Source: an optimization exercise on an open RTL-to-GDS flow (aim: small area, a short achievable clock period and few clock cycles). Production flows keep margins and buffers that such runs may drop.
Only simulation tests tie the RTL to the original design; equivalence was not proved.
Power is estimated from default activity; no workload was simulated.

**run.sh**
```bash
#!/bin/bash
# synth_recipe.tcl (not shown) runs the flow's synth.tcl, then flattens the netlist and writes it again
# the make line also repeats each setting of config.mk as NAME=value (left out here)
make -C /OpenROAD-flow-scripts/flow DESIGN_CONFIG=/design/flow/config.mk WORK_HOME=/design/flow/orfs CLKGATE_MAP_FILE= SYNTH_SCRIPT=/design/flow/synth_recipe.tcl finish
```
**config.mk**
```make
export PLATFORM = sky130hd
export DESIGN_NAME = sha1_byte_stream_digest
export DESIGN_NICKNAME = sha1_byte_stream_digest
export VERILOG_FILES = /design/flow/design.v
export SDC_FILE = /design/flow/constraint.sdc
export NUM_CORES = 4
export LEC_CHECK = 0
export CAP_MARGIN = 20
export CORE_MARGIN = 2
export CORE_UTILIZATION = 40
export SETUP_SLACK_MARGIN = 5
export SLEW_MARGIN = 20
```
**constraint.sdc**
```tcl
create_clock -name core_clock -period 9.0 [get_ports {clk}]
set_input_delay 1.8000 -clock core_clock [delete_from_list [all_inputs] [get_ports {clk}]]
set_output_delay 1.8000 -clock core_clock [all_outputs]
set_load 0.01 [all_outputs]
```
**design.v**
```verilog
package sha1bsd_pkg;
  localparam logic [31:0] K_0 = 32'h5a827999;
  localparam logic [31:0] K_1 = 32'h6ed9eba1;
  localparam logic [31:0] K_2 = 32'h8f1bbcdc;
  localparam logic [31:0] K_3 = 32'hca62c1d6;
  localparam logic [31:0] H0_INIT = 32'h67452301;
  localparam logic [31:0] H1_INIT = 32'hefcdab89;
  localparam logic [31:0] H2_INIT = 32'h98badcfe;
  localparam logic [31:0] H3_INIT = 32'h10325476;
  localparam logic [31:0] H4_INIT = 32'hc3d2e1f0;
endpackage
import sha1bsd_pkg::*;
module sha1bsd_core
(
  input  logic        clk,
  input  logic        push,       
  input  logic [31:0] win_in,
  output logic [31:0] sched,      
  input  logic        shift,      
  input  logic        inject,     
  input  logic [31:0] inj_val,
  input  logic [1:0]  gsel,       
  input  logic [1:0]  gsel2,      
  output logic [31:0] d_out       
);
  logic [31:0] win [16];
  logic [31:0] a_r, b_r, c_r, d_r, g_r, dk_r;
  logic [31:0] t_sum, f_n, k2_n, g_n, a_n;
  logic [31:0] sx;
  assign sx    = win[13] ^ win[8] ^ win[2] ^ win[0];
  assign sched = {sx[30:0], sx[31]};
  assign d_out = d_r;
  always_ff @(posedge clk) begin
    if (push) begin
      for (int i = 0; i < 15; i++) win[i] <= win[i+1];
      win[15] <= win_in;
    end
  end
  logic [31:0] fb, fc, fd;
  assign fb = a_r;
  assign fc = {b_r[1:0], b_r[31:2]};
  assign fd = {c_r[1:0], c_r[31:2]};
  always_comb begin
    unique case (gsel)
      2'd0:    f_n = fd ^ (fb & (fc ^ fd));
      2'd1:    f_n = fb ^ fc ^ fd;
      2'd2:    f_n = (fb & fc) | (fd & (fb | fc));
      default: f_n = fb ^ fc ^ fd;
    endcase
    unique case (gsel2)
      2'd0:    k2_n = K_0;
      2'd1:    k2_n = K_1;
      2'd2:    k2_n = K_2;
      default: k2_n = K_3;
    endcase
    g_n   = f_n + dk_r;
    t_sum = {a_r[26:0], a_r[31:27]} + g_r + win[15];
    a_n   = inject ? inj_val : t_sum;
  end
  always_ff @(posedge clk) begin
    if (shift) begin
      a_r <= a_n;
      b_r <= a_r;
      c_r <= b_r;
      d_r <= c_r;
      g_r <= g_n;
      dk_r <= {c_r[1:0], c_r[31:2]} + k2_n;
    end
  end
endmodule
import sha1bsd_pkg::*;
module sha1_byte_stream_digest
(
  input  logic      clk,
  input  logic      rst_n,
  input  logic      in_valid,
  output logic      in_ready,
  input  logic [8:0]  in_data,
  output logic      out_valid,
  input  logic      out_ready,
  output logic [36:0] out_data
);
  localparam logic [159:0] H_INIT = {H4_INIT, H3_INIT, H2_INIT, H1_INIT, H0_INIT};
  logic [7:0]  wb_r [4];        
  logic [1:0]  bpos_r;          
  logic        wfull_r;         
  logic        finp_r;          
  logic        finp_rep_r;      
  logic        fin_r;           
  logic        nonempty_r;      
  logic        cstart_r;        
  logic        inc_r, newm_r;   
  logic [60:0] total_r;         
  logic [6:0]  p_r;             
  logic        pad_r;           
  logic        padfirst_r;      
  logic        lenok_r;         
  logic        pfinal_r;        
  logic        wpend_r;         
  logic [6:0]  r_r;             
  logic [1:0]  gsel_r;          
  logic [1:0]  gsel2_r;         
  logic        r79_r;           
  logic        plt16_r;         
  logic        xrot_r;          
  logic        acc_r;           
  logic        inj_r;           
  logic [2:0]  ic_r;            
  logic        hwr_r;           
  logic        rfirst_r;        
  logic        rfinal_r;        
  logic [31:0] h_r [5];
  logic [31:0] s_r;             
  logic [31:0] hr_r;            
  logic [4:0]  hsel_r;          
  logic        hcon_r;          
  logic        hprep_r;         
  logic        fin_inflight_r;  
  logic        oprep_r;         
  logic        out_busy_r;
  logic [2:0]  out_idx_r;
  logic        out_empty_r;
  logic p_lt16, p_is14, p_is15, p_is80, r_is79;
  logic round_go, r79_go, push_avail, push_go, push_data, pad_push;
  logic xfer, app, fin;
  logic proc_rep, proc_real;
  logic hr_load;
  logic finp_n, pad_n;
  logic out_fire;
  logic [31:0] sched, d_out, win_in, inj_val, xadd, sum, hmux;
  logic [31:0] pword;
  assign p_lt16 = plt16_r;
  assign p_is14 = (p_r == 7'd14);
  assign p_is15 = (p_r == 7'd15);
  assign p_is80 = (p_r == 7'd80);
  assign r_is79 = r79_r;
  assign round_go = wpend_r && !inj_r &&
                    (!r_is79 || (hprep_r && !out_busy_r && !oprep_r));
  assign r79_go   = round_go && r_is79;
  assign push_avail = p_lt16 ? (pad_r || wfull_r) : !r_is79;
  assign push_go    = push_avail && !(wpend_r && inj_r);
  assign push_data  = push_go && p_lt16 && !pad_r;
  assign pad_push   = push_go && p_lt16 && pad_r;
  assign in_ready = acc_r && (!wfull_r || (p_lt16 && !(wpend_r && inj_r)));
  assign xfer     = in_valid && in_ready;
  assign app      = xfer && !in_data[8];
  assign fin      = xfer && in_data[8];
  assign proc_rep  = finp_r && finp_rep_r && !fin_inflight_r && !out_busy_r &&
                     !oprep_r && !inj_r;
  assign proc_real = finp_r && !finp_rep_r && !fin_inflight_r && !wfull_r;
  assign out_fire = out_busy_r && out_ready;
  assign finp_n   = fin || (finp_r && !proc_real && !proc_rep);
  assign pad_n    = proc_real || (pad_r && !(pad_push && p_is15 && lenok_r));
  assign hr_load  = !(out_busy_r && !out_ready) && !(hprep_r && !r79_go);
  always_comb begin
    for (int j = 0; j < 4; j++) begin
      if (!pad_r || (j < bpos_r))                    pword[31-8*j -: 8] = wb_r[j];
      else if (padfirst_r && (j == bpos_r))          pword[31-8*j -: 8] = 8'h80;
      else                                           pword[31-8*j -: 8] = 8'h00;
    end
    if (!p_lt16)                                     win_in = sched;
    else if (!pad_r || padfirst_r)                   win_in = pword;
    else if (lenok_r && p_is14)                      win_in = total_r[60:29];
    else if (lenok_r && p_is15)                      win_in = {total_r[28:0], 3'b000};
    else                                             win_in = 32'h0;
  end
  assign xadd = xrot_r ? {d_out[1:0], d_out[31:2]} : d_out;
  assign sum  = hr_r + xadd;
  always_comb begin
    if (rfinal_r) begin
      unique case (ic_r)
        3'd0:    inj_val = {H4_INIT[29:0], H4_INIT[31:30]};
        3'd1:    inj_val = {H3_INIT[29:0], H3_INIT[31:30]};
        3'd2:    inj_val = {H2_INIT[29:0], H2_INIT[31:30]};
        3'd3:    inj_val = H1_INIT;
        default: inj_val = H0_INIT;
      endcase
    end else if (ic_r[2] || (ic_r == 3'd3)) begin
      inj_val = s_r;
    end else begin
      inj_val = {s_r[29:0], s_r[31:30]};
    end
  end
  always_comb begin
    hmux = '0;
    for (int i = 0; i < 5; i++)
      if (hsel_r[i]) hmux = hmux | (hcon_r ? H_INIT[32*i +: 32] : h_r[i]);
  end
  sha1bsd_core u_core (
    .clk     (clk),
    .push    (push_go),
    .win_in  (win_in),
    .sched   (sched),
    .shift   (round_go || inj_r),
    .inject  (inj_r),
    .inj_val (inj_val),
    .gsel    (gsel_r),
    .gsel2   (gsel2_r),
    .d_out   (d_out)
  );
  always_ff @(posedge clk) begin
    for (int j = 0; j < 4; j++)
      if (in_ready && (bpos_r == j)) wb_r[j] <= in_data[7:0];
    if (inc_r) begin
      if (newm_r)          total_r <= 61'd1;
      else if (!(&total_r)) total_r <= total_r + 61'd1;
    end
    s_r <= sum;
    if (r79_go)                                  h_r[4] <= sum;
    if (inj_r && hwr_r && (ic_r == 3'd0))        h_r[3] <= sum;
    if (inj_r && hwr_r && (ic_r == 3'd1))        h_r[2] <= sum;
    if (inj_r && hwr_r && (ic_r == 3'd2))        h_r[1] <= sum;
    if (inj_r && hwr_r && (ic_r == 3'd3))        h_r[0] <= sum;
    if (hr_load) hr_r <= hmux;
  end
  always_ff @(posedge clk) begin
    if (!rst_n) begin
      bpos_r         <= '0;
      wfull_r        <= 1'b0;
      finp_r         <= 1'b0;
      finp_rep_r     <= 1'b0;
      fin_r          <= 1'b0;
      nonempty_r     <= 1'b0;
      cstart_r       <= 1'b1;
      inc_r          <= 1'b0;
      newm_r         <= 1'b0;
      p_r            <= '0;
      pad_r          <= 1'b0;
      padfirst_r     <= 1'b0;
      lenok_r        <= 1'b0;
      pfinal_r       <= 1'b0;
      wpend_r        <= 1'b0;
      r_r            <= '0;
      gsel_r         <= '0;
      gsel2_r        <= '0;
      r79_r          <= 1'b0;
      plt16_r        <= 1'b1;
      xrot_r         <= 1'b0;
      acc_r          <= 1'b1;
      inj_r          <= 1'b1;
      ic_r           <= '0;
      hwr_r          <= 1'b0;
      rfirst_r       <= 1'b1;
      rfinal_r       <= 1'b1;
      hsel_r         <= '0;
      hcon_r         <= 1'b0;
      hprep_r        <= 1'b0;
      fin_inflight_r <= 1'b0;
      oprep_r        <= 1'b0;
      out_busy_r     <= 1'b0;
      out_idx_r      <= '0;
      out_empty_r    <= 1'b0;
    end else begin
      inc_r  <= app;
      newm_r <= cstart_r;
      if (app) begin
        bpos_r     <= bpos_r + 2'd1;
        nonempty_r <= 1'b1;
        fin_r      <= 1'b0;
        cstart_r   <= 1'b0;
      end
      if (fin) begin
        finp_r     <= 1'b1;
        finp_rep_r <= fin_r || !nonempty_r;
        fin_r      <= 1'b1;
        cstart_r   <= 1'b1;
      end
      if (push_data)                     wfull_r <= 1'b0;
      else if (app && (bpos_r == 2'd3))  wfull_r <= 1'b1;
      if (proc_real) begin
        finp_r         <= 1'b0;
        pad_r          <= 1'b1;
        padfirst_r     <= 1'b1;
        lenok_r        <= !(p_is14 || p_is15);
        fin_inflight_r <= 1'b1;
      end
      if (proc_rep) begin
        finp_r      <= 1'b0;
        oprep_r     <= 1'b1;
        out_empty_r <= !nonempty_r;
      end
      if (pad_push) begin
        padfirst_r <= 1'b0;
        if (padfirst_r) bpos_r <= '0;
        if (p_is15) begin
          if (lenok_r) begin
            pad_r    <= 1'b0;
            pfinal_r <= 1'b1;
          end else begin
            lenok_r  <= 1'b1;
          end
        end
      end
      acc_r <= !finp_n && !pad_n;
      if (r79_go) begin
        p_r     <= '0;
        plt16_r <= 1'b1;
      end else if (push_go) begin
        p_r     <= p_r + 7'd1;
        plt16_r <= (p_r[6:4] == 3'd0) && (p_r[3:0] != 4'd15);
      end
      if (push_go)       wpend_r <= 1'b1;
      else if (round_go) wpend_r <= 1'b0;
      if (round_go) begin
        r_r <= r_is79 ? 7'd0 : r_r + 7'd1;
        r79_r <= (r_r == 7'd78);
        if (r_r == 7'd78) xrot_r <= 1'b1;
        if (r_r == 7'd17) gsel2_r <= 2'd1;
        if (r_r == 7'd37) gsel2_r <= 2'd2;
        if (r_r == 7'd57) gsel2_r <= 2'd3;
        if (r_r == 7'd77) gsel2_r <= 2'd0;
        if (r_r == 7'd18) gsel_r <= 2'd1;
        if (r_r == 7'd38) gsel_r <= 2'd2;
        if (r_r == 7'd58) gsel_r <= 2'd3;
        if (r_is79)       gsel_r <= 2'd0;
      end
      if (r79_go) begin
        inj_r    <= 1'b1;
        ic_r     <= '0;
        hwr_r    <= 1'b1;
        rfinal_r <= pfinal_r;
        pfinal_r <= 1'b0;
      end
      if (inj_r) begin
        ic_r <= ic_r + 3'd1;
        if (ic_r == 3'd1) xrot_r <= 1'b0;
        if (ic_r == 3'd4) begin
          inj_r    <= 1'b0;
          rfirst_r <= rfinal_r;
          if (rfinal_r && hwr_r) begin
            fin_inflight_r <= 1'b0;
            out_busy_r     <= 1'b1;
            out_idx_r      <= '0;
            out_empty_r    <= 1'b0;
          end
        end
      end
      if (oprep_r) begin
        oprep_r    <= 1'b0;
        out_busy_r <= 1'b1;
        out_idx_r  <= '0;
      end
      if (out_fire) begin
        if (out_idx_r == 3'd4) begin
          out_busy_r <= 1'b0;
          out_idx_r  <= '0;
        end else begin
          out_idx_r  <= out_idx_r + 3'd1;
        end
      end
      if (inj_r || r79_go || proc_rep || oprep_r || out_busy_r)
        hprep_r <= 1'b0;
      else if (!hprep_r)
        hprep_r <= (hsel_r == 5'b10000) && (hcon_r == rfirst_r);
      if (inj_r) begin
        unique case (ic_r)
          3'd0: begin hsel_r <= 5'b00010; hcon_r <= rfirst_r; end
          3'd1: begin hsel_r <= 5'b00001; hcon_r <= rfirst_r; end
          3'd2: begin hsel_r <= 5'b00001; hcon_r <= rfirst_r; end
          3'd3: begin
            hsel_r <= (rfinal_r && hwr_r) ? 5'b00001 : 5'b10000;
            hcon_r <= rfinal_r && !hwr_r;
          end
          default: begin
            hsel_r <= (rfinal_r && hwr_r) ? 5'b00010 : 5'b10000;
            hcon_r <= rfinal_r && !hwr_r;
          end
        endcase
      end else if (r79_go) begin
        hsel_r <= 5'b00100;
        hcon_r <= rfirst_r;
      end else if (proc_rep) begin
        hsel_r <= nonempty_r ? 5'b00001 : 5'b00000;
        hcon_r <= 1'b0;
      end else if (oprep_r) begin
        hsel_r <= {hsel_r[3:0], 1'b0};
      end else if (out_busy_r) begin
        if (out_fire) begin
          if (out_idx_r == 3'd4) begin
            hsel_r <= 5'b10000;
            hcon_r <= rfirst_r;
          end else begin
            hsel_r <= {hsel_r[3:0], 1'b0};
          end
        end
      end else if (hprep_r || ((hsel_r == 5'b10000) && (hcon_r == rfirst_r))) begin
        hsel_r <= 5'b01000;
        hcon_r <= rfirst_r;
      end else begin
        hsel_r <= 5'b10000;
        hcon_r <= rfirst_r;
      end
    end
  end
  assign out_valid = out_busy_r;
  assign out_data  = {hr_r, out_idx_r, (out_idx_r == 3'd4), out_empty_r};
endmodule
```
==> impl_metrics.ini, run 1 <==
[power]
ir_drop_v = 0.000249
power_leakage_nw = 19.0
p_per_area_nw_per_um2 = 323

[global_route]
grt_max_degree = 125
overflow = 0
grt_pass1_vias = 26900
antenna_found_initial = 6
grt_pass1_wl_mm = 174
grt.total_usage_pct = 19.0

[yosys]
async_reset_ff_share_pct = 0
syn_area_um2 = 47900
synth.most_common_cell = edfxtp_1
synth.top_cell.area_share_pct = 62.0
synth_top_cell_by_area = edfxtp_1
ys_warn_count = 5
synth_edf_count = 989
synth_ff_type = edfxtp_1
synth_common_cells = 989 x edfxtp_1, 237 x nor2_1, 208 x ha_1, 207 x a21oi_1, 199 x xnor2_1
ys_seq_elements = 1079
synth_nets = 3712
synth.distinct_cells = 81
synth_cells = 3456
syn_area_per_cell_um2 = 13.9
synth_area_leaders = edfxtp_1 62%, ha_1 5.4%, dfxtp_1 3.8%
synth.yosys.seq_area_share_pct = 65.8

[sta]
hold_violations = 0
setup_viol = 0
holdWs_ns = 0.402
slew_headroom_pct = 27.8
grt_setup_unrepaired = no
final.setup_skew_ns = 0.0345
period_share_pct = 43.1
min_period_ns = 3.87
postLayoutSetupSlackWorst_ns = 5.13
setup-tns-final_ns = 0
maxSlewViolCount = 0
fmax_mhz = 258
tightest_slew_ns = 1.07

[critical_path]
rr_startpoint = u_core.a_r[28]
startpoint = plt16_r
cp-start-kind = flop
crit_type = reg -> out
reg2reg_slack_ns = 5.21
end_kind = output pin
r2r_cells = 12
path_max_fanout = 13
setup.worst_path.end = in_ready
required_ns = 7.20
timing.rr.end = u_core.a_r[29]
critPathArrivalTime_ns = 2.07

[route]
drt_pass1_iterations = 8
wirelength_mm = 118
vias = 28600
drc_errors = 0
vias_per_cell = 5.47
ant_nets = 0
wl_per_cell_um = 22.5
dr.first_iter.drc_count = 3142

[clock_network]
clk_pin_slew_ns = 0.06
cts_inserted_buffers = 110
cts_buffer_depth = 3
cts.sinks = 1079
htreeDepth = 3
cts_tree = done
root_buffer = clkbuf_16
clock_latency_ns = 0.73

[final_layout]
fin_nets = 3799
drive_above_1_share_pct = 7.79
final_util_pct = 45.7
area_growth_pct = 12.9
postLayoutCellArea_um2 = 54100

[placement]
place_ws_ns = 4.42
post_dp_cell_area_um2 = 50300
dp_hpwl_mm = 80.8
routabilityCongestion = 0.900
numPortBuffers = 51

[floorplan]
start_util_pct = 40.5
ios = 52
fp.dieW_um = 350
die_area_um2 = 123000
core_area_um2 = 118000
die_y_um = 350
row_count = 126

[worst_hold_path]
hold_class = reg -> reg

[job]
drv_cap = 0

[status]
outcome = timing/DRC/antenna clean
[cell families after synthesis]
| kind of cell | count (synthesis) | synth area share (%) |
|---|---|---|
| flops | 1079 | 65.8 |
| simple gates | 770 | 7.81 |
| compound gates | 724 | 10.0 |
| xor+xnor | 296 | 5.41 |
| buf+inv | 247 | 1.95 |
| fa+ha+maj | 243 | 6.90 |
| mux | 97 | 2.13 |
[state kept, by name (all words and copies together) (netlist names), 2 cells and up]
| name | cells |
|---|---|
| bpos_r | 2 |
| gsel2_r | 2 |
| gsel_r | 2 |
| h_r | 160 |
| hr_r | 32 |
| hsel_r | 5 |
| ic_r | 3 |
| out_idx_r | 3 |
| p_r | 7 |
| r_r | 7 |
| s_r | 32 |
| total_r | 61 |
| u_core.a_r | 32 |
| u_core.b_r | 32 |
| u_core.c_r | 32 |
| u_core.d_r | 32 |
| u_core.dk_r | 32 |
| u_core.g_r | 32 |
| u_core.win | 512 |
| wb_r | 32 |
[per-layer routing]
metal / vias up / GRT usage (%) / wire length, um
li1: 13300 / - / -
met1: 14300 / 27.0 / 53300
met2: 849 / 29.5 / 53700
met3: 172 / 3.52 / 7330
met4: 6 / 5.99 / 3400
met5: - / 0 / 34
[power by group]
part           total [W]  switching [W]  internal, W
Clock            0.00451        0.00194      0.00257
Sequential       0.00737       0.000734      0.00663
Combinational    0.00559        0.00338      0.00221
Total             0.0175        0.00605       0.0114
[critical path, stage by stage (launching register included)]
cell,delay (ns)
dfxtp_4,0.55
nand2_1,0.18
a21boi_2,0.34
clkbuf_2,0.29
[through the flow]
stage | total power [W] | cells
CTS | 0.0175 | 5227
global route | 0.0183 | 5234
global placement | 0.0129 | 5022
detailed placement | 0.0129 | 5022
floorplan | 0.0110 | 3456
finish | 0.0175 | 5236
[cell type report]
type | instances | area, um2
Antenna cell | 2 | 5.00
Clock inverter | 68 | 663
Sequential cell | 1079 | 31500
Multi-Input combinational cell | 2130 | 15600
Inverter | 131 | 492
Timing Repair Buffer | 91 | 907
Clock buffer | 135 | 2890
Tap cell | 1600 | 2000
Fill cell | 10500 | 64300
[cells in the final DEF, fill, tap and decap left out, types with 17 or more instances in the layout]
cell type / Yosys / layout
a221oi_1: 55 / 54
and3_1: 28 / 28
nor3_1: 73 / 71
and2_1: 18 / 18
edfxtp_1: 989 / 989
clkbuf_16: 0 / 110
xor2_1: 97 / 95
clkbuf_1: 103 / 21
a31oi_1: 18 / 17
clkinv_1: 0 / 19
buf_4: 1 / 32
o211ai_1: 36 / 36
clkdlybuf4s50_1: 0 / 50
mux2i_1: 59 / 59
fa_1: 35 / 35
nor2_1: 237 / 235
a21o_1: 57 / 57
nor2b_1: 64 / 64
or3_1: 18 / 18
nand3_1: 71 / 71
mux2_2: 38 / 38
inv_1: 127 / 127
a22oi_1: 34 / 34
nand2b_1: 21 / 21
a21oi_1: 207 / 206
o21ai_0: 88 / 88
o21a_1: 25 / 25
a211oi_1: 26 / 25
nand2_1: 165 / 163
dfxtp_1: 90 / 85
a222oi_1: 22 / 22
xnor2_1: 199 / 198
o22ai_1: 18 / 17
o21ai_1: 37 / 36
nand4_1: 29 / 29
clkinv_2: 0 / 22
ha_1: 208 / 207
[worst min path at each step]
stage	start	endpoint	slack, ns	cells after the start
finish	u_core.win[11][0]	u_core.win[10][0]	0.40	0
global placement	u_core.win[14][6]	u_core.win[13][6]	0.40	0
floorplan	u_core.win[1][0]	u_core.win[0][0]	0.40	0
CTS	u_core.win[11][0]	u_core.win[10][0]	0.39	0
detailed placement	u_core.win[1][19]	u_core.win[0][19]	0.40	0
global route	u_core.win[3][0]	u_core.win[2][0]	0.40	0
[timing repair]
action                                  CTS  global route
hold endpoints to repair                  0             0
setup buffers                             2             4
pin swaps                                 1             1
resized for setup                         9            21
endpoints found under the setup margin   19            66
hold buffers                              0             0
Testbench counts, summed over its fixed seeds: cycles 34,281.
==> run 2: changes to the inputs <==
==> flow/run.sh (new file) <==
#!/bin/bash
bash standard.sh SETUP_SLACK_MARGIN=6 finish > standard.log 2>&1
==> standard.sh (new file) <==
#!/bin/bash
# synth_recipe.tcl (not shown) runs the flow's synth.tcl, then flattens the netlist and writes it again
# the make line also repeats each setting of config.mk as NAME=value (left out here)
make -C /OpenROAD-flow-scripts/flow DESIGN_CONFIG=/design/flow/config.mk WORK_HOME=/design/flow/orfs CLKGATE_MAP_FILE= SYNTH_SCRIPT=/design/flow/synth_recipe.tcl "${@:-finish}"
removed: run.sh
==> run 2 against run 1 <==
Still clean on timing, DRC and antenna. Via count rose by 3.9%. Final area rose by 7.6%. Register-to-register slack improved by 0.19 ns. Critical path depth rose by 7. Setup slack improved by 0.27 ns. Critical endpoint is now u_core.a_r[25].
==> impl_metrics.ini, run 2 <==
[status]
outcome = timing/DRC/antenna clean

[critical_path]
cp_slowest_cell = fa_1
cp-start-kind = flop
crit_type = reg -> reg
critPathArrivalTime_ns = 3.98
crit_buf_inv = 1
r2r_cells = 10
cp_slowest_stage_delay_ns = 0.55
cpLargestDelayFamily = compound AO/OA/AOI/OAI gates
timing.rr.end = u_core.a_r[25]
reg2reg_slack_ns = 5.40
startpoint = u_core.win[15][17]
required_ns = 9.38
path_max_fanout = 6
rr_startpoint = u_core.win[15][17]
end_kind = flop
cp_cell_sequence = fa_1 > ha_1 > and3_1 > and2_1 > a221oi_2 > o21ai_0 > a31oi_4 > buf_4 > xor2_1 > o221ai_1

[yosys]
ys_seq_elements = 1079
synth_top_family_by_area = compound AO/OA/AOI/OAI gates
ys_warn_count = 5
async_reset_ff_share_pct = 0
syn_area_per_cell_um2 = 13.9
synth_area_leaders = edfxtp_1 62%, ha_1 5.4%, dfxtp_1 3.8%
synth.yosys.seq_area_share_pct = 65.8
synth.distinct_cells = 81
synth_common_cells = 989 x edfxtp_1, 237 x nor2_1, 208 x ha_1, 207 x a21oi_1, 199 x xnor2_1
synth_top_cell_by_area = edfxtp_1
synth.top_cell.area_share_pct = 62.0
synth_ff_type = edfxtp_1
synthMuxAreaShare_pct = 2.13
synth_simple_gate_area_share_pct = 7.81
synth_compound_area_share_pct = 10.0
synthAdderAreaFrac_pct = 6.90
synth-xor-area-share_pct = 5.41
syn_area_um2 = 47900
synth.most_common_cell = edfxtp_1
synth_edf_count = 989
synth_cells = 3456
synth_nets = 3712

[final_layout]
largest_reg_flops = 512
drive_above_1_share_pct = 21.8
regArea_um2 = 31500
fin_nets = 4005
layout.cells.most_common = edfxtp_1
area_growth_pct = 21.5
regMostFlops = u_core.win
fill_cells = 10000
multi_input_area_um2 = 17800
final_cell_mix = 989 x edfxtp_1, 221 x nor2_1, 191 x buf_4
reg_top3 = u_core.win: 512 flops, h_r: 160 flops, total_r: 61 flops

[clock_network]
cts_inserted_buffers = 109
htreeDepth = 3
cts_tree = done
cts_buffer_depth = 3
root_buffer = clkbuf_16
clock_latency_ns = 0.74
clk_pin_slew_ns = 0.06
cts.sinks = 1079

[route]
wl_per_cell_um = 22.5
vias_per_cell = 5.46
dr.first_iter.drc_count = 3024
drc_errors = 0
wirelength_mm = 123
drt_pass1_iterations = 5
vias = 29700
ant_nets = 0

[sta]
setup_viol = 0
fmax_mhz = 278
maxSlewViolCount = 0
min_period_ns = 3.60
setup-tns-final_ns = 0
slew_headroom_pct = 27.8
grt_setup_unrepaired = yes
final.setup_skew_ns = 0.0853
holdWs_ns = 0.385
hold_violations = 0
tightest_slew_ns = 1.08
period_share_pct = 40.0

[worst_hold_path]
hold_start = u_core.win[14][7]
hold_depth = 0
holdPathEnd = u_core.win[13][7]
hold_class = reg -> reg

[floorplan]
core_area_um2 = 118000
die_y_um = 350
ios = 52
fp.dieW_um = 350
die_area_um2 = 123000
start_util_pct = 40.5
row_count = 126

[global_route]
antenna_found_initial = 6
grt_max_degree = 100
grt.total_usage_pct = 19.5
grt_pass1_wl_mm = 179
overflow = 0
grt_pass1_vias = 28000

[placement]
routabilityCongestion = 0.903
dp_hpwl_mm = 79.6
numPortBuffers = 51

[power]
power_leakage_nw = 20.6
ir_drop_v = 0.000186
p_per_area_nw_per_um2 = 338

[job]
drv_cap = 0
## run 2: power by group
part	total [W]	internal, W	switching [W]
clock	0.00468	0.00270	0.00198
sequential	0.00728	0.00662	0.000651
combinational	0.00770	0.00338	0.00432
## run 2: worst max path at each step
| stage | end | slack (ns) | cells after the start |
|---|---|---|---|
| final | u_core.a_r[25] | 5.40 | 10 |
| after global placement | in_ready | 5.03 | 3 |
| after CTS | u_core.a_r[29] | 5.42 | 12 |
| after global routing | u_core.a_r[25] | 5.31 | 10 |
| after detailed placement | in_ready | 4.94 | 3 |
| after floorplan | u_core.a_r[29] | 5.62 | 12 |
## run 2: final cells by class
type,count,share of cell area (%)
flip-flops and latches,1079,54.2
multi-input cells,2131,30.5
clock buffers,129,4.85
repair buffers,297,4.46
well taps,1600,3.44
clock inverters,76,1.59
inverters,131,0.912
diodes,2,0.00860
## run 2: metrics by stage
step | util [%] | power (W) | setup slack (ns) | cell area [um2] | instances
final | 49.2 | 0.0197 | 5.40 | 58200 | 5445
after floorplan | - | 0.0111 | 5.62 | 48200 | 3456
after global placement | 42.6 | 0.0130 | 5.03 | 50500 | 5019
after CTS | 47.7 | 0.0187 | 5.42 | 56500 | 5367
after global routing | 49.1 | 0.0205 | 5.31 | 58200 | 5443
after detailed placement | 42.6 | 0.0130 | 4.94 | 50500 | 5019
## run 2: timing repair
action,CTS,global route
pin swaps,87,132
gates cloned,4,1
resized for setup,419,223
hold buffers,0,0
endpoints found under the setup margin,875,613
buffers inserted,139,75
## run 2: metal layers
metal  part of all wire, %  wire, um  GRT usage [%]  up-vias
li1                      -         -              -    13700
met1                    45     55500           28.3    14800
met2                    44     54400           29.3     1001
met3                   6.2      7650           2.80      215
met4                   4.1      4990           7.93        4
met5                 0.022        27              0        -
## run 2: worst reg2reg max path: stages, from the launching register on
cell	delay, ns
edfxtp_1	0.54
fa_1	0.56
ha_1	0.40
and3_1	0.25
and2_1	0.18
a221oi_2	0.30
o21ai_0	0.19
a31oi_4	0.25
buf_4	0.17
xor2_1	0.19
o221ai_1	0.24
## run 2: cells by family (layout without fill, tap and decap cells)
group | count (synthesis) | count (layout)
simple gates | 770 | 771
compound gates | 724 | 724
fa+ha+maj | 243 | 243
flops | 1079 | 1079
mux | 97 | 97
other cells | 0 | 2
buf+inv | 247 | 633
xor+xnor | 296 | 296
==> run 3: changes to the inputs <==
==> run.sh (new file) <==
#!/bin/bash
# synth_recipe.tcl (not shown) runs the flow's synth.tcl, then flattens the netlist and writes it again
# the make line also repeats each setting of config.mk as NAME=value (left out here)
make -C /OpenROAD-flow-scripts/flow DESIGN_CONFIG=/design/flow/config.mk WORK_HOME=/design/flow/orfs CLKGATE_MAP_FILE= SYNTH_SCRIPT=/design/flow/synth_recipe.tcl finish
--- a/config.mk
+++ b/config.mk
@@ -7,6 +7,6 @@
 export LEC_CHECK = 0
 export CAP_MARGIN = 20
 export CORE_MARGIN = 2
-export CORE_UTILIZATION = 40
+export CORE_UTILIZATION = 55
 export SETUP_SLACK_MARGIN = 5
 export SLEW_MARGIN = 20
removed: flow/run.sh
removed: standard.sh
==> run 3 against run 2 <==
Cell count shrank 12%. Via count shrank 2.2%. Sequential power grew 2%. Synthesized cell count is the same. First-iteration DRC count shrank 6.5%. Clock power shrank 5.1%. Setup slack lost 0.27 ns. Total power shrank 11%. Still clean. Die area shrank 27%. Critical path depth shrank 5.
==> impl_metrics.ini, run 3 <==
[yosys]
synth_compound_area_share_pct = 10.0
ys_warn_count = 5
synthAdderAreaFrac_pct = 6.90
async_reset_ff_share_pct = 0
synthMuxAreaShare_pct = 2.13
synth_cells = 3456
syn_area_um2 = 47900
synth_top_family_by_area = compound AO/OA/AOI/OAI gates
synth_simple_gate_area_share_pct = 7.81
synth.most_common_cell = edfxtp_1
synth_area_leaders = edfxtp_1 62%, ha_1 5.4%, dfxtp_1 3.8%
synth_ff_type = edfxtp_1
synth.distinct_cells = 81
synth_common_cells = 989 x edfxtp_1, 237 x nor2_1, 208 x ha_1, 207 x a21oi_1, 199 x xnor2_1
synth.yosys.seq_area_share_pct = 65.8
synth_nets = 3712
ys_seq_elements = 1079
synth.top_cell.area_share_pct = 62.0
synth_top_cell_by_area = edfxtp_1
synth_edf_count = 989
synth-xor-area-share_pct = 5.41
syn_area_per_cell_um2 = 13.9

[route]
ant_nets = 0
drc_errors = 0
vias = 29100
wl_per_cell_um = 25.1
drt_pass1_iterations = 5
wirelength_mm = 120
vias_per_cell = 6.09
dr.first_iter.drc_count = 2828

[global_route]
grt_pass1_wl_mm = 177
grt_max_degree = 193
grt.total_usage_pct = 26.4
grt_pass1_vias = 28400
antenna_found_initial = 9
overflow = 0

[sta]
hold_violations = 0
maxSlewViolCount = 0
setup-tns-final_ns = 0
final.setup_skew_ns = 0.0429
grt_setup_unrepaired = yes
tightest_slew_ns = 1.11
fmax_mhz = 259
setup_viol = 0
period_share_pct = 43.0
slew_headroom_pct = 26.1
min_period_ns = 3.87

[critical_path]
reg2reg_slack_ns = 5.14
critPathArrivalTime_ns = 2.07
required_ns = 7.20
rr_startpoint = gsel_r[0]
crit_top_cell = inv_1
path_max_fanout = 5
crit_type = reg -> out
setup.worst_path.end = out_data[1]
cp-start-kind = flop
cp_cell_sequence = inv_1 > ha_1 > nand2_1 > inv_1 > clkdlybuf4s50_1
timing.rr.end = u_core.g_r[30]
cp_slowest_stage_delay_ns = 0.48
end_kind = output pin
r2r_cells = 16
cp_slowest_cell = clkdlybuf4s50_1
startpoint = out_idx_r[0]

[floorplan]
start_util_pct = 55.4
core_area_um2 = 86500
fp.dieW_um = 299
row_count = 108
die_y_um = 299
die_area_um2 = 89500
ios = 52

[placement]
numPortBuffers = 51
routabilityCongestion = 0.903
dp_hpwl_mm = 81.9

[final_layout]
fin_nets = 3790
largest_reg_flops = 512
area_growth_pct = 11.6
final_cell_mix = 989 x edfxtp_1, 235 x nor2_1, 207 x ha_1
regMostFlops = u_core.win
drive_above_1_share_pct = 7.38
reg_top3 = u_core.win: 512 flops, h_r: 160 flops, total_r: 61 flops
layout.cells.most_common = edfxtp_1
final_util_pct = 61.8
antennaDiodeCount = 0

[power]
power_leakage_nw = 18.9
p_per_area_nw_per_um2 = 327
ir_drop_v = 0.000206

[clock_network]
cts_buffer_depth = 3
root_buffer = clkbuf_16
cts_tree = done
cts.sinks = 1079
clock_latency_ns = 0.71
clk_pin_slew_ns = 0.06
htreeDepth = 3
cts_inserted_buffers = 108

[job]
drv_cap = 0

[worst_hold_path]
hold_class = reg -> reg

[status]
outcome = timing/DRC/antenna clean
run 3: final cells by class:
type,instances,area [um2]
sequential,1079,31500
tap,1155,1450
clock buffer,139,2860
fill,6507,33100
inverter,131,492
multi-input combinational,2131,15700
timing repair buffer,83,838
clock inverter,56,631
run 3: how the worst min path moves through the flow:
stage                                  from                end  slack, ns  cells past startpoint
after floorplan            u_core.win[1][0]   u_core.win[0][0]       0.40                      0
after global placement    u_core.win[3][23]  u_core.win[2][23]       0.40                      0
after detailed placement  u_core.win[1][18]  u_core.win[0][18]       0.40                      0
after CTS                 u_core.win[3][22]  u_core.win[2][22]       0.39                      0
after global routing      u_core.win[3][22]  u_core.win[2][22]       0.39                      0
final                     u_core.win[3][22]  u_core.win[2][22]       0.39                      0
run 3: report_power, final:
group / total, W / internal [W] / switching, W
Sequential: 0.00739 / 0.00664 / 0.000749
Clock: 0.00444 / 0.00254 / 0.00190
Combinational: 0.00563 / 0.00221 / 0.00341
Total: 0.0174 / 0.0114 / 0.00606
run 3: logic make-up after synthesis:
| family | count (synthesis) |
|---|---|
| DFF | 1079 |
| and+or+nand+nor | 770 |
| AOI/OAI and AO/OA | 724 |
| xor gates and xnor gates | 296 |
| buffers and inverters | 247 |
| adders and majority gates | 243 |
| muxes | 97 |
run 3: what timing repair did:
action	in CTS	in global routing
gates resized for setup	9	20
setup endpoints to repair	79	104
hold buffers	0	0
cloned	0	1
setup buffers	2	3
pin swaps	0	5
run 3: per-layer routing:
metal	track usage (%)	part of all wire, %	vias up
li1	-	-	13200
met1	36.9	43	14700
met2	43.3	48	937
met3	3.65	5.6	214
met4	8.23	3.1	0
met5	0	0	-
run 3: worst max-delay path: cells and delay by family (launching register included):
| family | cells | cell delay, ns |
|---|---|---|
| adders and majority gates | 1 | 0.19 |
| and+or+nand+nor | 1 | 0.17 |
| buffers and inverters | 3 | 0.61 |
| DFF | 1 | 0.41 |
run 3: metrics by stage:
step                      total power [W]  hold WS, ns  area (um2)  worst slack, ns  cells
after CTS                          0.0174        0.394       53300             4.84   4770
after floorplan                    0.0110        0.400       47900             5.01   3456
after global placement             0.0128        0.400       49700             4.91   4573
final                              0.0174        0.393       53400             5.13   4774
after global routing               0.0183        0.390       53400             4.99   4774
after detailed placement           0.0129        0.405       49700             4.75   4573
==> run 4: changes to the inputs <==
--- a/config.mk
+++ b/config.mk
@@ -8,5 +8,7 @@
 export CAP_MARGIN = 20
 export CORE_MARGIN = 2
 export CORE_UTILIZATION = 55
+export CTS_CLUSTER_DIAMETER = 60
+export CTS_CLUSTER_SIZE = 30
 export SETUP_SLACK_MARGIN = 5
 export SLEW_MARGIN = 20
==> run 4 against run 3 <==
Still clean. Setup slack got worse by 0.055 ns. Fmax decreased by 1.4%. Via count decreased by 0.94%. Cell count decreased by 0.88%. Die area unchanged. Sequential share of layout area increased by 0.41 points. Sequential power about the same. Clock power decreased by 8.6%. Core utilization decreased by 0.43 points. Synthesized cell count unchanged. Final area decreased by 0.69%. Largest cell class unchanged. Highest routed layer unchanged.
==> impl_metrics.ini, run 4 <==
[yosys]
synth_ff_type = edfxtp_1
synth.distinct_cells = 81
syn_area_um2 = 47900
synth_nets = 3712
ys_seq_elements = 1079
synth.yosys.seq_area_share_pct = 65.8
syn_area_per_cell_um2 = 13.9
async_reset_ff_share_pct = 0
synth_area_leaders = edfxtp_1 62%, ha_1 5.4%, dfxtp_1 3.8%
synth_top_cell_by_area = edfxtp_1
synth_cells = 3456
synth.most_common_cell = edfxtp_1
synth_edf_count = 989
ys_warn_count = 5
synth_common_cells = 989 x edfxtp_1, 237 x nor2_1, 208 x ha_1, 207 x a21oi_1, 199 x xnor2_1
synth.top_cell.area_share_pct = 62.0

[sta]
fmax_mhz = 255
postLayoutSetupSlackWorst_ns = 5.08
holdWs_ns = 0.412
grt_setup_unrepaired = yes
setup_viol = 0
min_period_ns = 3.92
maxSlewViolCount = 0
hold_violations = 0
setup-tns-final_ns = 0
final.setup_skew_ns = 0.0438
tightest_slew_ns = 1.04
slew_headroom_pct = 30.5
period_share_pct = 43.6

[critical_path]
critPathArrivalTime_ns = 4.36
rr_startpoint = xrot_r
startpoint = xrot_r
cp-start-kind = flop
crit_type = reg -> reg
required_ns = 9.43
path_max_fanout = 33
end_kind = flop

[placement]
dp_hpwl_mm = 81.9
place_ws_ns = 4.75
routabilityCongestion = 0.903
numPortBuffers = 51

[status]
outcome = timing/DRC/antenna clean

[final_layout]
antennaDiodeCount = 0
regMostFlops = u_core.win
largest_reg_flops = 512
layout.cells.most_common = edfxtp_1
final_cell_mix = 989 x edfxtp_1, 235 x nor2_1, 207 x ha_1
reg_top3 = u_core.win: 512 flops, h_r: 160 flops, total_r: 61 flops
area_growth_pct = 10.8
fin_nets = 3767
drive_above_1_share_pct = 7.24

[route]
wirelength_mm = 119
wl_per_cell_um = 25.1
drt_pass1_iterations = 6
dr.first_iter.drc_count = 2998
ant_nets = 0
vias_per_cell = 6.09
vias = 28800
drc_errors = 0

[clock_network]
htreeDepth = 3
root_buffer = clkbuf_16
cts_buffer_depth = 3
cts.sinks = 1079
cts_tree = done
clock_latency_ns = 0.69
cts_inserted_buffers = 79
clk_pin_slew_ns = 0.09

[global_route]
grt.total_usage_pct = 26.1
grt_max_degree = 193
overflow = 0
grt_pass1_vias = 28000
grt_pass1_wl_mm = 176
antenna_found_initial = 8

[power]
p_per_area_nw_per_um2 = 321
ir_drop_v = 0.000230
power_leakage_nw = 18.7
power.total_w = 0.0170

[floorplan]
fp.dieW_um = 299
ios = 52
row_count = 108
die_area_um2 = 89500
core_area_um2 = 86500
start_util_pct = 55.4
die_y_um = 299

[job]
drv_cap = 0

[worst_hold_path]
hold_class = reg -> reg
hold_start = u_core.win[3][22]
run 4: per-stage QoR:
stage / utilization (%) / cells / area [um2]
3_3_place_gp: 57.5 / 4573 / 49700
6_report: 61.4 / 4732 / 53100
3_5_place_dp: 57.5 / 4573 / 49700
2_1_floorplan: - / 3456 / 47900
4_1_cts: 61.2 / 4722 / 52900
5_1_grt: 61.4 / 4732 / 53100
run 4: cells by family after synthesis:
family | Yosys count | share of synthesized area (%)
DFF | 1079 | 65.8
and+or+nand+nor | 770 | 7.81
AOI/OAI and AO/OA | 724 | 10.0
xor gates and xnor gates | 296 | 5.41
buffers and inverters | 247 | 1.95
adders and majority gates | 243 | 6.90
muxes | 97 | 2.13
run 4: path summary, 6_finish.rpt:
check | endpoint | slack (ns) | cells after the start
max | h_r[0][28] | 5.08 | 13
min | u_core.win[2][22] | 0.41 | 0
max reg2reg | h_r[0][28] | 5.08 | 13
min reg2reg | u_core.win[2][22] | 0.41 | 0
run 4: report_power, final:
part	internal, W	total [W]	switching (W)
Clock	0.00194	0.00406	0.00213
Combinational	0.00220	0.00559	0.00339
Sequential	0.00663	0.00737	0.000748
run 4: cell type report:
class	count	area (um2)
clock inverter	63	1060
fill	6524	33400
timing repair buffer	89	887
inverter	131	492
multi-input combinational	2131	15600
sequential	1079	31500
clock buffer	84	2050
tap	1155	1450
run 4: what timing repair did:
action / CTS / global route
buffers inserted: 2 / 8
resized for setup: 8 / 14
pin swaps: 0 / 4
setup endpoints to repair: 74 / 99
hold buffers: 0 / 0
gates cloned: 0 / 1
run 4: worst max-delay path, stage by stage (launching register included):
cell and delay (ns):
dfxtp_1 0.33, buf_6 0.28, mux2_2 0.38, ha_1 0.22
inv_1 0.09, fa_1 0.26, nor2b_4 0.05, o31a_1 0.27
o41a_1 0.38, o211ai_2 0.22, a31oi_1 0.20, a22o_1 0.31
o21a_1 0.23, o311ai_2 0.46
run 4: layer usage:
| metal | global-route usage [%] | vias up | wire (um) |
|---|---|---|---|
| li1 | - | 13200 | - |
| met1 | 37.0 | 14600 | 51600 |
| met2 | 43.2 | 920 | 57400 |
| met3 | 2.93 | 174 | 6460 |
| met4 | 7.39 | 0 | 3480 |
| met5 | 0 | - | 0 |
==> run 5: changes to the inputs <==
--- a/config.mk
+++ b/config.mk
@@ -8,7 +8,7 @@
 export CAP_MARGIN = 20
 export CORE_MARGIN = 2
 export CORE_UTILIZATION = 55
-export CTS_CLUSTER_DIAMETER = 60
-export CTS_CLUSTER_SIZE = 30
+export CTS_CLUSTER_DIAMETER = 100
+export CTS_CLUSTER_SIZE = 28
 export SETUP_SLACK_MARGIN = 5
 export SLEW_MARGIN = 20
==> run 5 against run 4 <==
Setup slack gained 0.032 ns. Non-clock buffer count shrank 3. Wire length shrank 1.3%. Still clean on timing, DRC and antenna. Critical endpoint is now u_core.g_r[30]. Die area is the same. Critical path depth grew 3. Largest cell class unchanged.
==> impl_metrics.ini, run 5 <==
[critical_path]
cp-start-kind = flop
setup.worst_path.end = u_core.g_r[30]
startpoint = gsel_r[0]
r2r_cells = 16
crit_type = reg -> reg
required_ns = 9.38
rr_startpoint = gsel_r[0]
reg2reg_slack_ns = 5.11
timing.rr.end = u_core.g_r[30]
path_max_fanout = 35
critPathArrivalTime_ns = 4.27
end_kind = flop

[yosys]
synth_edf_count = 989
synth_nets = 3712
synth_cells = 3456
synth.yosys.seq_area_share_pct = 65.8
ys_warn_count = 5
synth_area_leaders = edfxtp_1 62%, ha_1 5.4%, dfxtp_1 3.8%
synth_top_cell_by_area = edfxtp_1
synth.most_common_cell = edfxtp_1
synth.top_cell.area_share_pct = 62.0
syn_area_um2 = 47900
ys_seq_elements = 1079
async_reset_ff_share_pct = 0
synth.distinct_cells = 81
syn_area_per_cell_um2 = 13.9
synth_common_cells = 989 x edfxtp_1, 237 x nor2_1, 208 x ha_1, 207 x a21oi_1, 199 x xnor2_1
synth_ff_type = edfxtp_1

[floorplan]
die_area_um2 = 89500
row_count = 108
ios = 52
core_area_um2 = 86500
fp.dieW_um = 299
die_y_um = 299
start_util_pct = 55.4

[final_layout]
largest_reg_flops = 512
final_cell_mix = 989 x edfxtp_1, 235 x nor2_1, 207 x ha_1
area_growth_pct = 7.25
layout.cells.most_common = edfxtp_1
fin_cells = 4661
antennaDiodeCount = 0
fin_nets = 3732
fill_cells = 6700
regMostFlops = u_core.win
drive_above_1_share_pct = 4.96
reg_top3 = u_core.win: 512 flops, h_r: 160 flops, total_r: 61 flops

[placement]
numPortBuffers = 51
place_ws_ns = 4.75
routabilityCongestion = 0.903
dp_hpwl_mm = 81.9
dp_cells = 4573

[route]
ant_nets = 0
drc_errors = 0
dr.first_iter.drc_count = 2841
vias = 28500
wirelength_mm = 117
wl_per_cell_um = 25.2
vias_per_cell = 6.11
drt_pass1_iterations = 6

[sta]
min_period_ns = 3.89
tightest_slew_ns = 1.10
holdWs_ns = 0.423
postLayoutSetupSlackWorst_ns = 5.11
setup-tns-final_ns = 0
maxSlewViolCount = 0
final.setup_skew_ns = 0.0296
fmax_mhz = 257
slew_headroom_pct = 26.8
grt_setup_unrepaired = yes
hold_violations = 0
setup_viol = 0
period_share_pct = 43.2

[power]
p_per_area_nw_per_um2 = 303
power_leakage_nw = 17.9
ir_drop_v = 0.000207

[global_route]
grt_pass1_wl_mm = 174
grt.total_usage_pct = 25.8
overflow = 0
grt_max_degree = 193
grt_pass1_vias = 27600
antenna_found_initial = 8

[worst_hold_path]
hold_class = reg -> reg

[clock_network]
cts_buffer_depth = 3
root_buffer = clkbuf_16
htreeDepth = 2
cts_tree = done
cts.sinks = 1079
clk_pin_slew_ns = 0.10
cts_hold_buf = 0
clock_latency_ns = 0.64
cts_inserted_buffers = 47

[status]
outcome = timing/DRC/antenna clean

[job]
drv_cap = 0
[run 5: cell families (layout without fill, tap and decap cells)]
logic type               after synthesis  in the layout  synth area share [%]
AO/OA/AOI/OAI                        724            724                  10.0
XOR/XNOR                             296            296                  5.41
adder cells (fa/ha/maj)              243            243                  6.90
buffers and inverters                247            296                  1.95
flip-flops                          1079           1079                  65.8
multiplexers                          97             97                  2.13
AND/OR/NAND/NOR                      770            771                  7.81
[run 5: layer usage]
layer  wire [um]  vias up  track usage, %
li1            -    13000               -
met1       51800    14500            37.0
met2       56500      786            42.6
met3        5710      141            2.25
met4        3250        0            6.71
met5           0        -               0
[run 5: metrics by stage]
step / area (um2) / util [%] / total power, W
finish: 51400 / 59.4 / 0.0155
global placement: 49700 / 57.5 / 0.0128
CTS: 51200 / 59.2 / 0.0155
detailed placement: 49700 / 57.5 / 0.0129
floorplan: 47900 / - / 0.0110
global route: 51400 / 59.4 / 0.0164
[run 5: critical path, stage by stage, from the launching register on]
cell	delay [ns]
dfxtp_1	0.37
buf_12	0.22
nand2b_1	0.17
buf_8	0.26
nor3_1	0.10
a221oi_1	0.23
ha_1	0.23
inv_1	0.07
fa_1	0.43
nor2b_1	0.17
o31a_1	0.24
o311ai_2	0.13
a21oi_2	0.26
o2111a_1	0.35
a21boi_1	0.13
o21ai_1	0.16
xor2_1	0.09
[run 5: final cells by class]
cell class | count | area [um2] | share of cell area [%]
timing repair buffer | 86 | 865 | 1.68
tap | 1155 | 1450 | 2.81
multi-input combinational | 2131 | 15600 | 30.4
inverter | 131 | 493 | 0.960
clock buffer | 66 | 1290 | 2.51
clock inverter | 13 | 140 | 0.273
sequential | 1079 | 31500 | 61.3
[run 5: worst min path at each step]
| stage | slack (ns) | depth (start not counted) | start | to |
|---|---|---|---|---|
| 2_1_floorplan | 0.40 | 0 | u_core.win[1][0] | u_core.win[0][0] |
| 3_3_place_gp | 0.40 | 0 | u_core.win[3][23] | u_core.win[2][23] |
| 3_5_place_dp | 0.40 | 0 | u_core.win[1][18] | u_core.win[0][18] |
| 4_1_cts | 0.43 | 0 | u_core.win[3][22] | u_core.win[2][22] |
| 5_1_grt | 0.43 | 0 | u_core.win[3][22] | u_core.win[2][22] |
| 6_report | 0.42 | 0 | u_core.win[14][28] | u_core.win[13][28] |
[run 5: repair_timing]
item                                    in CTS  in global routing
endpoints found under the setup margin      79                 95
resized for setup                           10                 15
pin swaps                                    0                  4
cloned                                       0                  1
setup buffers                                3                  5
[run 5: power breakdown]
part / total [W] / switching, W / internal [W] / leakage, nW
Sequential: 0.00737 / 0.000748 / 0.00662 / 10.1
Combinational: 0.00561 / 0.00340 / 0.00221 / 7.16
Clock: 0.00256 / 0.00152 / 0.00104 / 0.694
Total: 0.0155 / 0.00567 / 0.00987 / 17.9
==> run 6: changes to the inputs <==
--- a/config.mk
+++ b/config.mk
@@ -9,6 +9,6 @@
 export CORE_MARGIN = 2
 export CORE_UTILIZATION = 55
 export CTS_CLUSTER_DIAMETER = 100
-export CTS_CLUSTER_SIZE = 28
+export CTS_CLUSTER_SIZE = 24
 export SETUP_SLACK_MARGIN = 5
 export SLEW_MARGIN = 20
==> run 6 against run 5 <==
Die area stayed put. Critical endpoint is now h_r[3][26]. Setup slack better by 0.020 ns. Worst hold slack got worse by 0.0011 ns. Wire length increased by 0.55%. Register-to-register slack better by 0.02 ns. Highest routed layer unchanged. Clock skew decreased by 0.0016 ns. Still clean. Critical path type unchanged.
==> impl_metrics.ini, run 6 <==
[yosys]
ys_seq_elements = 1079
synth.distinct_cells = 81
synth_top_cell_by_area = edfxtp_1
synth_compound_area_share_pct = 10.0
synth_edf_count = 989
synth.most_common_cell = edfxtp_1
synth_common_cells = 989 x edfxtp_1, 237 x nor2_1, 208 x ha_1, 207 x a21oi_1, 199 x xnor2_1
syn_area_per_cell_um2 = 13.9
synth.yosys.seq_area_share_pct = 65.8
ys_warn_count = 5
synthAdderAreaFrac_pct = 6.90
synth_top_family_by_area = compound AO/OA/AOI/OAI gates
synth_simple_gate_area_share_pct = 7.81
synth-xor-area-share_pct = 5.41
synth_nets = 3712
synth_ff_type = edfxtp_1
async_reset_ff_share_pct = 0
synth.top_cell.area_share_pct = 62.0
synthMuxAreaShare_pct = 2.13
synth_cells = 3456
synth_area_leaders = edfxtp_1 62%, ha_1 5.4%, dfxtp_1 3.8%
syn_area_um2 = 47900

[clock_network]
cts_hold_buf = 0
cts.sinks = 1079
root_buffer = clkbuf_16
clk_pin_slew_ns = 0.10
cts_tree = done
clock_latency_ns = 0.69
cts_inserted_buffers = 52
cts_buffer_depth = 3
htreeDepth = 2

[floorplan]
ios = 52
die_area_um2 = 89500
row_count = 108
fp.dieW_um = 299
die_y_um = 299
core_area_um2 = 86500
start_util_pct = 55.4

[global_route]
grt_pass1_wl_mm = 174
antenna_found_initial = 7
grt.total_usage_pct = 26.0
overflow = 0
grt_max_degree = 193
grt_pass1_vias = 27600

[route]
vias = 28500
wirelength_mm = 118
dr.first_iter.drc_count = 2860
drc_errors = 0
wl_per_cell_um = 25.3
drt_pass1_iterations = 9
vias_per_cell = 6.11
ant_nets = 0

[final_layout]
layout.cells.most_common = edfxtp_1
multi_input_area_um2 = 15600
fill_cells = 6686
largest_reg_flops = 512
antennaDiodeCount = 0
regArea_um2 = 31500
area_growth_pct = 7.39
regMostFlops = u_core.win
reg_top3 = u_core.win: 512 flops, h_r: 160 flops, total_r: 61 flops
drive_above_1_share_pct = 4.93
fin_nets = 3737
final_cell_mix = 989 x edfxtp_1, 235 x nor2_1, 207 x ha_1

[critical_path]
crit_type = reg -> reg
r2r_cells = 13
critPathArrivalTime_ns = 4.30
cp_slowest_stage_delay_ns = 0.42
cp_cell_sequence = buf_12 > mux2_2 > ha_1 > inv_1 > fa_1 > nor2b_4 > o31a_1 > o41a_1 > o211ai_2 > a31oi_1 > a22o_1 > o21a_1 > xor2_1
cp_slowest_cell = xor2_1
required_ns = 9.43
cpLargestDelayFamily = compound AO/OA/AOI/OAI gates
worst-path-stages = 13
cp-start-kind = flop
path_max_fanout = 33
crit_buf_inv = 2
end_kind = flop

[placement]
numPortBuffers = 51
dp_hpwl_mm = 81.9
place_ws_ns = 4.75
routabilityCongestion = 0.903

[worst_hold_path]
hold_class = reg -> reg
hold_depth = 0

[sta]
grt_setup_unrepaired = yes
fmax_mhz = 258
setup_viol = 0
postLayoutSetupSlackWorst_ns = 5.13
final.setup_skew_ns = 0.0280
slew_headroom_pct = 26.5
hold_violations = 0
setup-tns-final_ns = 0
maxSlewViolCount = 0
min_period_ns = 3.87
period_share_pct = 43.0
tightest_slew_ns = 1.10

[job]
drv_cap = 0

[power]
p_per_area_nw_per_um2 = 304
power_leakage_nw = 18.0
ir_drop_v = 0.000249

[status]
outcome = timing/DRC/antenna clean
==> run 6: cell counts after synthesis <==
No cell type changed its count.
==> run 6: worst register-to-register path, cell delays in order (launching register included) <==
cell and delay [ns]:
dfxtp_1 0.37, buf_12 0.21, mux2_2 0.37, ha_1 0.21
inv_1 0.09, fa_1 0.26, nor2b_4 0.06, o31a_1 0.27
o41a_1 0.38, o211ai_2 0.22, a31oi_1 0.20, a22o_1 0.30
o21a_1 0.25, xor2_1 0.42
==> run 6: cells by family (layout without fill, tap and decap cells) <==
family,after synthesis,after routing
simple gates,770,771
flops,1079,1079
fa+ha+maj,243,243
mux,97,97
xor+xnor,296,296
compound gates,724,724
buf+inv,247,300
==> run 6: metal layers <==
layer	vias to the layer above	share of wire [%]	routed length (um)	track usage, %
met5	-	0	0	0
met4	0	3.0	3500	7.81
met2	869	48	56600	42.7
met3	156	5.0	5860	2.22
li1	13000	-	-	-
met1	14400	44	52000	37.2
==> run 6: where the power goes <==
part	total [W]	leakage [nW]	internal, W	switching, W
logic	0.00562	7.16	0.00221	0.00341
registers	0.00737	10.1	0.00662	0.000749
clock network	0.00267	0.729	0.00112	0.00155
total	0.0157	18.0	0.00995	0.00571
==> run 6: path summary, 6_finish.rpt <==
check / startpoint / end / slack [ns]
setup / recovery: xrot_r / h_r[3][26] / 5.13
setup reg to reg: xrot_r / h_r[3][26] / 5.13
hold reg to reg: u_core.win[9][28] / u_core.win[8][28] / 0.42
hold / removal: u_core.win[9][28] / u_core.win[8][28] / 0.42
==> run 6: layout make-up <==
cell class	count	share of cell area [%]
clock inverters	10	0.258
multi-input cells	2131	30.4
flip-flops and latches	1079	61.3
repair buffers	86	1.67
inverters	131	0.956
well taps	1155	2.81
clock buffers	73	2.68
==> run 6: what timing repair did <==
action | CTS | global route
cloned | 0 | 1
setup buffers | 2 | 5
pin swaps | 0 | 4
setup endpoints to repair | 79 | 92
resized for setup | 11 | 12
==> run 6: stage by stage <==
step / instances / total power (W) / hold slack [ns] / instance area, um2 / utilization, %
after CTS: 4658 / 0.0156 / 0.412 / 51300 / 59.3
after global placement: 4573 / 0.0128 / 0.400 / 49700 / 57.5
final: 4665 / 0.0157 / 0.422 / 51400 / 59.5
after floorplan: 3456 / 0.0110 / 0.400 / 47900 / -
after detailed placement: 4573 / 0.0129 / 0.405 / 49700 / 57.5
after global routing: 4665 / 0.0165 / 0.420 / 51400 / 59.5
==> run 7: changes to the inputs <==
--- a/config.mk
+++ b/config.mk
@@ -7,7 +7,7 @@
 export LEC_CHECK = 0
 export CAP_MARGIN = 20
 export CORE_MARGIN = 2
-export CORE_UTILIZATION = 55
+export CORE_UTILIZATION = 70
 export CTS_CLUSTER_DIAMETER = 100
 export CTS_CLUSTER_SIZE = 24
 export SETUP_SLACK_MARGIN = 5
==> run 7 against run 6 <==
Global-route usage rose by 6.8 points. Via count rose by 3.7%. Worst hold slack got worse by 0.0050 ns. Largest power group unchanged.
==> impl_metrics.ini, run 7 <==
[status]
outcome = timing/DRC/antenna clean

[yosys]
syn_area_um2 = 47900
synth.most_common_cell = edfxtp_1
synth_area_leaders = edfxtp_1 62%, ha_1 5.4%, dfxtp_1 3.8%
synth.top_cell.area_share_pct = 62.0
async_reset_ff_share_pct = 0
synth_nets = 3712
synth_edf_count = 989
synth_cells = 3456
synth.yosys.seq_area_share_pct = 65.8
ys_seq_elements = 1079
synth.distinct_cells = 81
syn_area_per_cell_um2 = 13.9
synth_ff_type = edfxtp_1
ys_warn_count = 5
synth_common_cells = 989 x edfxtp_1, 237 x nor2_1, 208 x ha_1, 207 x a21oi_1, 199 x xnor2_1
synth_top_cell_by_area = edfxtp_1

[global_route]
grt_max_degree = 243
grt.total_usage_pct = 32.8
antenna_found_initial = 3
grt_pass1_wl_mm = 173
overflow = 0
grt_pass1_vias = 28500

[sta]
slew_headroom_pct = 19.3
grt_setup_unrepaired = yes
period_share_pct = 43.8
setup-tns-final_ns = 0
fmax_mhz = 254
min_period_ns = 3.94
hold_violations = 0
tightest_slew_ns = 1.20
postLayoutSetupSlackWorst_ns = 5.06
maxSlewViolCount = 0
setup_viol = 0
final.setup_skew_ns = 0.0417

[placement]
dp_cells = 4288
dp_hpwl_mm = 79.4
routabilityCongestion = 0.925
place_ws_ns = 4.71
numPortBuffers = 51
post_dp_cell_area_um2 = 49300

[route]
dr.first_iter.drc_count = 3774
vias_per_cell = 6.74
drt_pass1_iterations = 7
wirelength_mm = 116
drc_errors = 0
vias = 29600
wl_per_cell_um = 26.5
ant_nets = 0

[critical_path]
cp-start-kind = flop
reg2reg_slack_ns = 5.11
path_max_fanout = 19
crit_type = reg -> out
timing.rr.end = u_core.g_r[31]
rr_startpoint = u_core.a_r[3]
required_ns = 7.20
critPathArrivalTime_ns = 2.14
end_kind = output pin
r2r_cells = 13

[floorplan]
row_count = 95
core_area_um2 = 67400
fp.dieW_um = 266
ios = 52
die_area_um2 = 70500
die_y_um = 266
start_util_pct = 71.1

[final_layout]
postLayoutCellArea_um2 = 51100
multi_input_area_um2 = 15600
layout.cells.most_common = edfxtp_1
regMostFlops = u_core.win
regArea_um2 = 31500
fill_cells = 3996
antennaDiodeCount = 0
largest_reg_flops = 512
fin_nets = 3737
final_cell_mix = 989 x edfxtp_1, 236 x nor2_1, 207 x ha_1
fin_cells = 4386
drive_above_1_share_pct = 4.90
reg_top3 = u_core.win: 512 flops, h_r: 160 flops, total_r: 61 flops
area_growth_pct = 6.65

[power]
p_switching_w = 0.00563
sw_frac_of_total_pct = 36.1
seqPwrFrac_pct = 47.2
power_leakage_nw = 18.0
ir_drop_v = 0.000241
pwr-share-clk_pct = 16.8
combPwrFrac_pct = 36.0
cell_internal_pwr_w = 0.00996
power.total_w = 0.0156
p_per_area_nw_per_um2 = 305

[clock_network]
htreeDepth = 2
cts_tree = done
cts.sinks = 1079
clk_pin_slew_ns = 0.10
clock_latency_ns = 0.65
cts_inserted_buffers = 52
root_buffer = clkbuf_16
cts_buffer_depth = 3

[worst_hold_path]
hold_start = u_core.win[14][22]
hold_depth = 0
hold_class = reg -> reg
holdPathEnd = u_core.win[13][22]

[job]
drv_cap = 0
[run 7: cell types whose count changed in the layout (fill, tap and decap cells not counted), moves of 2 or more]
cell / change
nor3_1: +2
clkbuf_1: +4
buf_16: +2
buf_8: -2
buf_4: +2
buf_12: -2
inv_6: -3
nor3_2: -2
[run 7: kinds of logic (layout without fill, tap and decap cells)]
| logic type | after synthesis | in the layout | share of synthesized area (%) |
|---|---|---|---|
| adders and majority gates | 243 | 243 | 6.90 |
| DFF | 1079 | 1079 | 65.8 |
| buffers and inverters | 247 | 304 | 1.95 |
| and+or+nand+nor | 770 | 770 | 7.81 |
| muxes | 97 | 97 | 2.13 |
| xor gates and xnor gates | 296 | 296 | 5.41 |
| AOI/OAI and AO/OA | 724 | 724 | 10.0 |
[run 7: power groups by stage]
| stage | registers, W | clock network, W | logic, W |
|---|---|---|---|
| after floorplan | 0.00705 | 0 | 0.00392 |
| after global placement | 0.00741 | 0 | 0.00522 |
| after detailed placement | 0.00744 | 0 | 0.00536 |
| after CTS | 0.00733 | 0.00264 | 0.00542 |
| after global routing | 0.00739 | 0.00279 | 0.00611 |
| final | 0.00736 | 0.00262 | 0.00561 |
[run 7: worst max path at each step]
stage	startpoint	end	slack, ns	cells past startpoint
finish	plt16_r	in_ready	5.06	4
global route	u_core.a_r[5]	u_core.g_r[29]	4.99	13
CTS	gsel_r[0]	u_core.g_r[30]	5.01	13
detailed placement	plt16_r	p_r[5]	4.71	8
global placement	plt16_r	p_r[5]	4.82	8
floorplan	total_r[37]	total_r[0]	5.01	8
[run 7: stage by stage]
step                util [%]  hold WS (ns)
global placement        73.2         0.401
global route            75.8         0.429
floorplan                  -         0.400
CTS                     75.5         0.414
finish                  75.8         0.417
detailed placement      73.2         0.405
[run 7: critical path, cell delays in order (launching register included)]
cell and delay [ns]:
dfxtp_4 0.46, buf_6 0.25, nand2_1 0.14, a21boi_2 0.30, dlygate4sd2_1 0.35
[run 7: metal layers]
| layer | share of wire (%) | GRT usage (%) | wire (um) |
|---|---|---|---|
| met5 | 0.010 | 0 | 12 |
| met3 | 8.8 | 3.91 | 10300 |
| met4 | 5.0 | 14.0 | 5830 |
| met2 | 47 | 53.1 | 55200 |
| met1 | 39 | 45.7 | 45000 |
[run 7: repair_timing]
action                     4_1_cts  5_1_grt
gates resized for setup          8       19
setup endpoints to repair       15       37
gates cloned                     0        0
pin swaps                        1        3
setup buffers                    3        8
hold endpoints to repair         0        0
hold buffers                     0        0
[run 7: cell type report]
type                    count  area share [%]
clock inverters             8           0.186
clock buffers              78            2.76
well taps                 873            2.14
repair buffers             87            1.70
multi-input cells        2130            30.6
flip-flops and latches   1079            61.7
inverters                 131           0.963

## separate check: timing with driven ports
Ports are ideal in the flow. The routed layouts listed here were re-timed in OpenROAD. Step 1: set_driving_cell puts a clkbuf_16 on clk and a buf_2 on each other input, an assumption about the parent block. Step 2 adds t to the input delays and takes it off the output delays; t is the mean of the earliest and latest rising clock arrival at the registers after step 1. Input paths then give back, and output paths get back, about the clock's delay inside the block. a / b / c = ideal ports / drivers / drivers and shift; a / b = the first two.
| run | t, ns | slack for setup (ns) | slew at the worst register clock pin (ns) | worst slew at a driven data input, ns |
|---|---|---|---|---|
| run 1 | 0.792 | 5.125 / 5.050 / 5.147 | 0.07 / 0.07 | 0.17 |
| run 2 | 0.775 | 5.399 / 5.399 / 5.363 | 0.07 / 0.07 | 0.16 |
| run 3 | 0.764 | 5.132 / 5.059 / 5.085 | 0.07 / 0.07 | 0.05 |
| run 4 | 0.745 | 5.077 / 5.077 / 5.077 | 0.10 / 0.10 | 0.05 |
| run 5 | 0.700 | 5.108 / 5.108 / 5.040 | 0.11 / 0.11 | 0.05 |
| run 6 | 0.740 | 5.128 / 5.079 / 5.119 | 0.10 / 0.10 | 0.05 |
| run 7 | 0.698 | 5.060 / 4.994 / 5.109 | 0.11 / 0.11 | 0.05 |
After both steps every run listed still meets setup and hold. For run 5, which loses most, drivers alone change the setup slack by 0.000 ns; drivers and shift together by -0.068 ns.
